What follows belongs to an exercise in optimizing a design on an open flow for small area, a short achievable clock period and few clock cycles; a production flow would make more cautious choices.
Only simulation tests tie the RTL to the original design; equivalence was not proved.

==> flow/design.v <==
package mips_defs;
    typedef enum logic [2:0] {
        MD_NONE  = 3'd0,
        MD_MULT  = 3'd1,
        MD_MULTU = 3'd2,
        MD_DIV   = 3'd3,
        MD_DIVU  = 3'd4,
        MD_MTHI  = 3'd5,
        MD_MTLO  = 3'd6
    } md_op_e;
    typedef enum logic {
        MD_IDLE = 1'b0,
        MD_RUN  = 1'b1
    } md_state_e;
endpackage
module md_clz32 (
    input  logic [31:0] x,
    output logic [5:0]  n
);
    logic [7:0]  z4;             
    logic [1:0]  c4 [8];
    logic [3:0]  z8;
    logic [2:0]  c8 [4];
    logic [1:0]  z16;
    logic [3:0]  c16 [2];
    logic [4:0]  c32;
    for (genvar j = 0; j < 8; j++) begin : g_nib
        logic [3:0] v;
        assign v     = x[4*j +: 4];
        assign z4[j] = ~|v;
        assign c4[j] = v[3] ? 2'd0 : v[2] ? 2'd1 : v[1] ? 2'd2 : 2'd3;
    end
    for (genvar j = 0; j < 4; j++) begin : g_byte
        assign z8[j] = z4[2*j+1] & z4[2*j];
        assign c8[j] = z4[2*j+1] ? {1'b1, c4[2*j]} : {1'b0, c4[2*j+1]};
    end
    for (genvar j = 0; j < 2; j++) begin : g_half
        assign z16[j] = z8[2*j+1] & z8[2*j];
        assign c16[j] = z8[2*j+1] ? {1'b1, c8[2*j]} : {1'b0, c8[2*j+1]};
    end
    assign c32 = z16[1] ? {1'b1, c16[0]} : {1'b0, c16[1]};
    assign n   = (z16[1] & z16[0]) ? 6'd32 : {1'b0, c32};
endmodule
module md_div4 (
    input  logic [31:0] r_in,
    input  logic [31:0] q_in,
    input  logic [31:0] dx,
    input  logic        cin,
    output logic [31:0] r_out,
    output logic [31:0] q_out
);
    always_comb begin
        logic [31:0] r, q;
        logic [33:0] t;
        r = r_in;
        q = q_in;
        for (int i = 0; i < 4; i++) begin
            t = {r, q[31], 1'b1} + {1'b1, dx, cin};
            if (!t[33]) r = t[32:1];
            else        r = {r[30:0], q[31]};
            q = {q[30:0], !t[33]};
        end
        r_out = r;
        q_out = q;
    end
endmodule
module md_mac8 (
    input  logic [32:0] x,
    input  logic [8:0]  y,
    input  logic [63:0] acc,
    output logic [63:0] o
);
    function automatic logic [83:0] csa(input logic [41:0] p, input logic [41:0] q, input logic [41:0] r);
        logic [41:0] s, c;
        s   = p ^ q ^ r;
        c   = (p & q) | (p & r) | (q & r);
        csa = {c[40:0], 1'b0, s};
    endfunction
    logic [41:0] rw [6];
    logic [83:0] t0, t1, t2, t3;
    logic [41:0] sm;
    logic [22:0] top, topx, topy;
    logic        inc, dec;
    always_comb begin
        logic [41:0] negs;
        negs = '0;
        for (int i = 0; i < 4; i++) begin
            logic yl, ym, yh, one, two;
            logic [33:0] m, pp;
            yl = y[2*i]; ym = y[2*i+1]; yh = y[2*i+2];
            one = ym ^ yl;
            two = (yh & ~ym & ~yl) | (~yh & ym & yl);
            m  = one ? {x[32], x} : (two ? {x, 1'b0} : 34'd0);
            pp = yh ? ~m : m;
            rw[i+1] = 42'({~pp[33], pp[32:0]}) << (2*i);
            negs[2*i] = yh;
        end
        rw[0] = {1'b0, acc[32:0], 8'd0} | negs;
        rw[5] = 42'd0 - (42'd1 << 33) - (42'd1 << 35) - (42'd1 << 37) - (42'd1 << 39);
    end
    assign t0 = csa(rw[0], rw[1], rw[2]);
    assign t1 = csa(rw[3], rw[4], rw[5]);
    assign t2 = csa(t0[41:0], t0[83:42], t1[41:0]);
    assign t3 = csa(t2[41:0], t2[83:42], t1[83:42]);
    assign sm = t3[41:0] + t3[83:42];
    assign inc  = sm[41] & ~sm[40];
    assign dec  = sm[41] & sm[40];
    assign top  = acc[55:33];
    assign topx = top ^ {23{dec}};
    assign topy = topx + 23'(inc | dec);
    assign o    = {topy ^ {23{dec}}, sm[40:0]};
endmodule
module md_unit
#(
    parameter int MULT_CYCLES = 5,
    parameter int DIV_CYCLES  = 10
) (
    input  logic        clk,
    input  logic        reset,
    input  logic        start,
    input  logic        cancel,
    input  logic [2:0]  op,
    input  logic [31:0] a,
    input  logic [31:0] b,
    output logic        busy,
    output logic [31:0] hi,
    output logic [31:0] lo
);
    logic [31:0] ra;             
    logic [31:0] rb;             
    logic        first;          
    logic        fix;            
    logic        isdiv;
    logic        sg;             
    logic        an;             
    logic [2:0]  cnt;            
    logic [2:0]  na, nb;         
    logic [5:0]  lza, lzb;       
    logic accept, mul_op, div_op, sg_op;
    assign accept = start && !cancel && !busy;
    assign mul_op = (op == 3'd1) || (op == 3'd2);
    assign div_op = (op == 3'd3) || (op == 3'd4);
    assign sg_op  = (op == 3'd1) || (op == 3'd3);
    function automatic logic [2:0] nchunks(input logic [31:0] x, input logic s);
        logic f1, f2, f3;
        f1 = !(|x[31:7])  | (s & (&x[31:7]));
        f2 = !(|x[31:15]) | (s & (&x[31:15]));
        f3 = !(|x[31:23]) | (s & (&x[31:23]));
        if (f1)                nchunks = 3'd1;
        else if (f2)           nchunks = 3'd2;
        else if (f3)           nchunks = 3'd3;
        else if (s | !x[31])   nchunks = 3'd4;
        else                   nchunks = 3'd5;
    endfunction
    logic [2:0] na_i, nb_i;
    logic [5:0] lza_i, lzb_i;
    assign na_i = nchunks(b, sg_op);
    assign nb_i = nchunks(a, sg_op);
    logic [5:0] lsa, lsb;
    md_clz32 u_lza (.x(a ^ {32{a[31]}}), .n(lsa));
    md_clz32 u_lzb (.x(b ^ {32{b[31]}}), .n(lsb));
    assign lza_i = (sg_op | !a[31]) ? lsa : 6'd0;
    assign lzb_i = (sg_op | !b[31]) ? lsb : 6'd0;
    logic       swap;            
    logic [2:0] nm;              
    assign swap = na < nb;
    assign nm   = swap ? na : nb;
    logic        a_neg, b_neg;
    assign a_neg = sg & rb[31];
    assign b_neg = sg & ra[31];
    logic signed [7:0] need;         
    logic       dquick;              
    logic [3:0] dnib;                
    assign need   = 8'(lzb) - 8'(lza) + 8'(a_neg) + 8'd1;
    assign dquick = need <= 8'sd0;
    assign dnib   = (need > 8'sd28) ? 4'd8 : 4'((need + 8'sd3) >>> 2);
    logic [31:0] a_mag;
    assign a_mag = a_neg ? -rb : rb;
    logic [31:0] sh_in;
    logic [2:0]  sh;
    logic [63:0] sh_out;
    assign sh_in  = isdiv ? a_mag : (swap ? ra : rb);
    assign sh     = isdiv ? 3'(4'd8 - dnib) : {2'(3'd4 - nm), 1'b0};
    assign sh_out = {32'd0, sh_in} << {sh, 2'b00};
    logic [31:0] xm;             
    logic [31:0] ycur;           
    logic        n5;             
    logic [8:0]  ych;
    logic [63:0] acc_in, acc_out;
    assign n5     = first & (nm == 3'd5);
    assign xm     = (first & swap) ? rb : ra;
    assign ycur   = first ? (n5 ? (swap ? ra : rb) : sh_out[31:0]) : rb;
    assign ych    = n5 ? 9'b000000010 : ycur[31:23];
    assign acc_in = first ? 64'd0 : {hi, lo};
    md_mac8 u_mac (.x({sg & xm[31], xm}), .y(ych), .acc(acc_in), .o(acc_out));
    logic [31:0] dr_in, dq_in, dr_out, dq_out;
    assign dr_in = first ? sh_out[63:32] : hi;
    assign dq_in = first ? sh_out[31:0]  : rb;
    md_div4 u_div (.r_in(dr_in), .q_in(dq_in), .dx(b_neg ? ra : ~ra), .cin(!b_neg),
                   .r_out(dr_out), .q_out(dq_out));
    logic        dfix;           
    logic        dlast;          
    assign dfix  = (first ? a_neg : an) | b_neg;
    assign dlast = first ? (dnib == 4'd1) : (cnt == 3'd0);
    logic [31:0] hi_neg, lo_neg;
    assign hi_neg = an ? -hi : hi;
    assign lo_neg = (an ^ b_neg) ? -lo : lo;
    always_ff @(posedge clk) begin
        if (reset) begin
            busy <= 1'b0;
            hi   <= '0;
            lo   <= '0;
        end else if (!busy) begin
            if (accept) begin
                if (op == 3'd5) hi <= a;
                if (op == 3'd6) lo <= a;
                if (mul_op || (div_op && b != 32'd0)) busy <= 1'b1;
            end
        end else if (!isdiv) begin
            {hi, lo} <= acc_out;
            if (first ? (nm == 3'd1) : (cnt == 3'd0)) busy <= 1'b0;
        end else if (fix) begin
            hi   <= hi_neg;
            lo   <= lo_neg;
            busy <= 1'b0;
        end else if (first && dquick) begin
            hi   <= rb;
            lo   <= '0;
            busy <= 1'b0;
        end else begin
            hi <= dr_out;
            lo <= dq_out;
            if (dlast && !dfix) busy <= 1'b0;
        end
    end
    always_ff @(posedge clk) begin
        if (!busy) begin
            ra    <= b;
            rb    <= a;
            first <= 1'b1;
            fix   <= 1'b0;
            isdiv <= div_op;
            sg    <= sg_op;
            na    <= na_i;
            nb    <= nb_i;
            lza   <= lza_i;
            lzb   <= lzb_i;
        end else begin
            first <= 1'b0;
            if (!isdiv) begin
                ra  <= xm;
                rb  <= n5 ? ycur : {ycur[23:0], 8'd0};
                cnt <= first ? (n5 ? 3'd3 : 3'(nm - 3'd2)) : 3'(cnt - 3'd1);
            end else begin
                if (first) begin
                    an  <= a_neg;
                    cnt <= 3'(dnib - 4'd2);
                end else begin
                    cnt <= cnt - 3'd1;
                end
                if (dlast) fix <= 1'b1;
                rb <= dq_out;
            end
        end
    end
endmodule
==> flow/config.mk <==
export PLATFORM = sky130hd
export DESIGN_NAME = md_unit
export DESIGN_NICKNAME = md_unit
export VERILOG_FILES = /design/flow/design.v
export SDC_FILE = /design/flow/constraint.sdc
export NUM_CORES = 4
export LEC_CHECK = 0
export ABC_AREA = 1
export CAP_MARGIN = 20
export CORE_MARGIN = 2
export CORE_UTILIZATION = 52
export SLEW_MARGIN = 20
==> flow/constraint.sdc <==
create_clock -name core_clock -period 100.0 [get_ports {clk}]
set_input_delay 20.0000 -clock core_clock [delete_from_list [all_inputs] [get_ports {clk}]]
set_output_delay 20.0000 -clock core_clock [all_outputs]
set_load 0.01 [all_outputs]
standard.sh (not shown) runs the stock make flow with config.mk's settings and CLKGATE_MAP_FILE= SYNTH_SCRIPT=/design/flow/synth_recipe.tcl, a recipe that flattens the netlist after the stock synthesis.
==> flow/flow/run.sh <==
#!/bin/bash
# The standard layout, with the resizer's repair_timing asked for a large setup margin so
# that it shortens the register-to-register paths well below the clock period.
set -euo pipefail
bash standard.sh SETUP_SLACK_MARGIN=78 finish > standard_flow.log 2>&1
The first run finished clean.
Testbench counts at the start, summed over its fixed seeds: cycles 69,983.
Then changed:
--- a/flow/config.mk
+++ b/flow/config.mk
@@ -10,3 +10,3 @@
 export CORE_MARGIN = 2
-export CORE_UTILIZATION = 52
+export CORE_UTILIZATION = 40
 export SLEW_MARGIN = 20
Result: Final cell count went up by about 4.5%. Setup slack improved by 0.0078 ns. Routed wire length went up by 5.3%. Clock-buffer cell count went up by 6. Via count barely changes. Final area went up by about 1.2%. Die area went up by 29%. Utilization went down by 13 points.

separate check: timing with driven ports:
In the flow no input, the clock included, has a driving cell. The finished layouts below were timed again as built, in two steps.
Step 1 assumes that a clkbuf_16 drives the clock port and a buf_2 every other input.
Step 2 adds t to the input delays and takes it off the output delays; t is the mean of the earliest and latest rising clock arrival at the registers after step 1. Input paths then give back, and output paths get back, about the clock's delay inside the block.
a / b / c = ideal / step 1 / step 2; a / b = the first two.
run	shift t [ns]	slack for setup (ns)	clock arrival spread, ns	worst register clock-pin slew, ns
the first run	0.574	78.112 / 78.150 / 77.576	0.030 / 0.030	0.10 / 0.10
the second run	0.571	78.120 / 78.080 / 77.591	0.023 / 0.023	0.08 / 0.08
After both steps setup and hold are still met in every run listed. The setup slack of the first run, which loses most, moves by +0.038 ns with the drivers and by -0.536 ns with both steps.
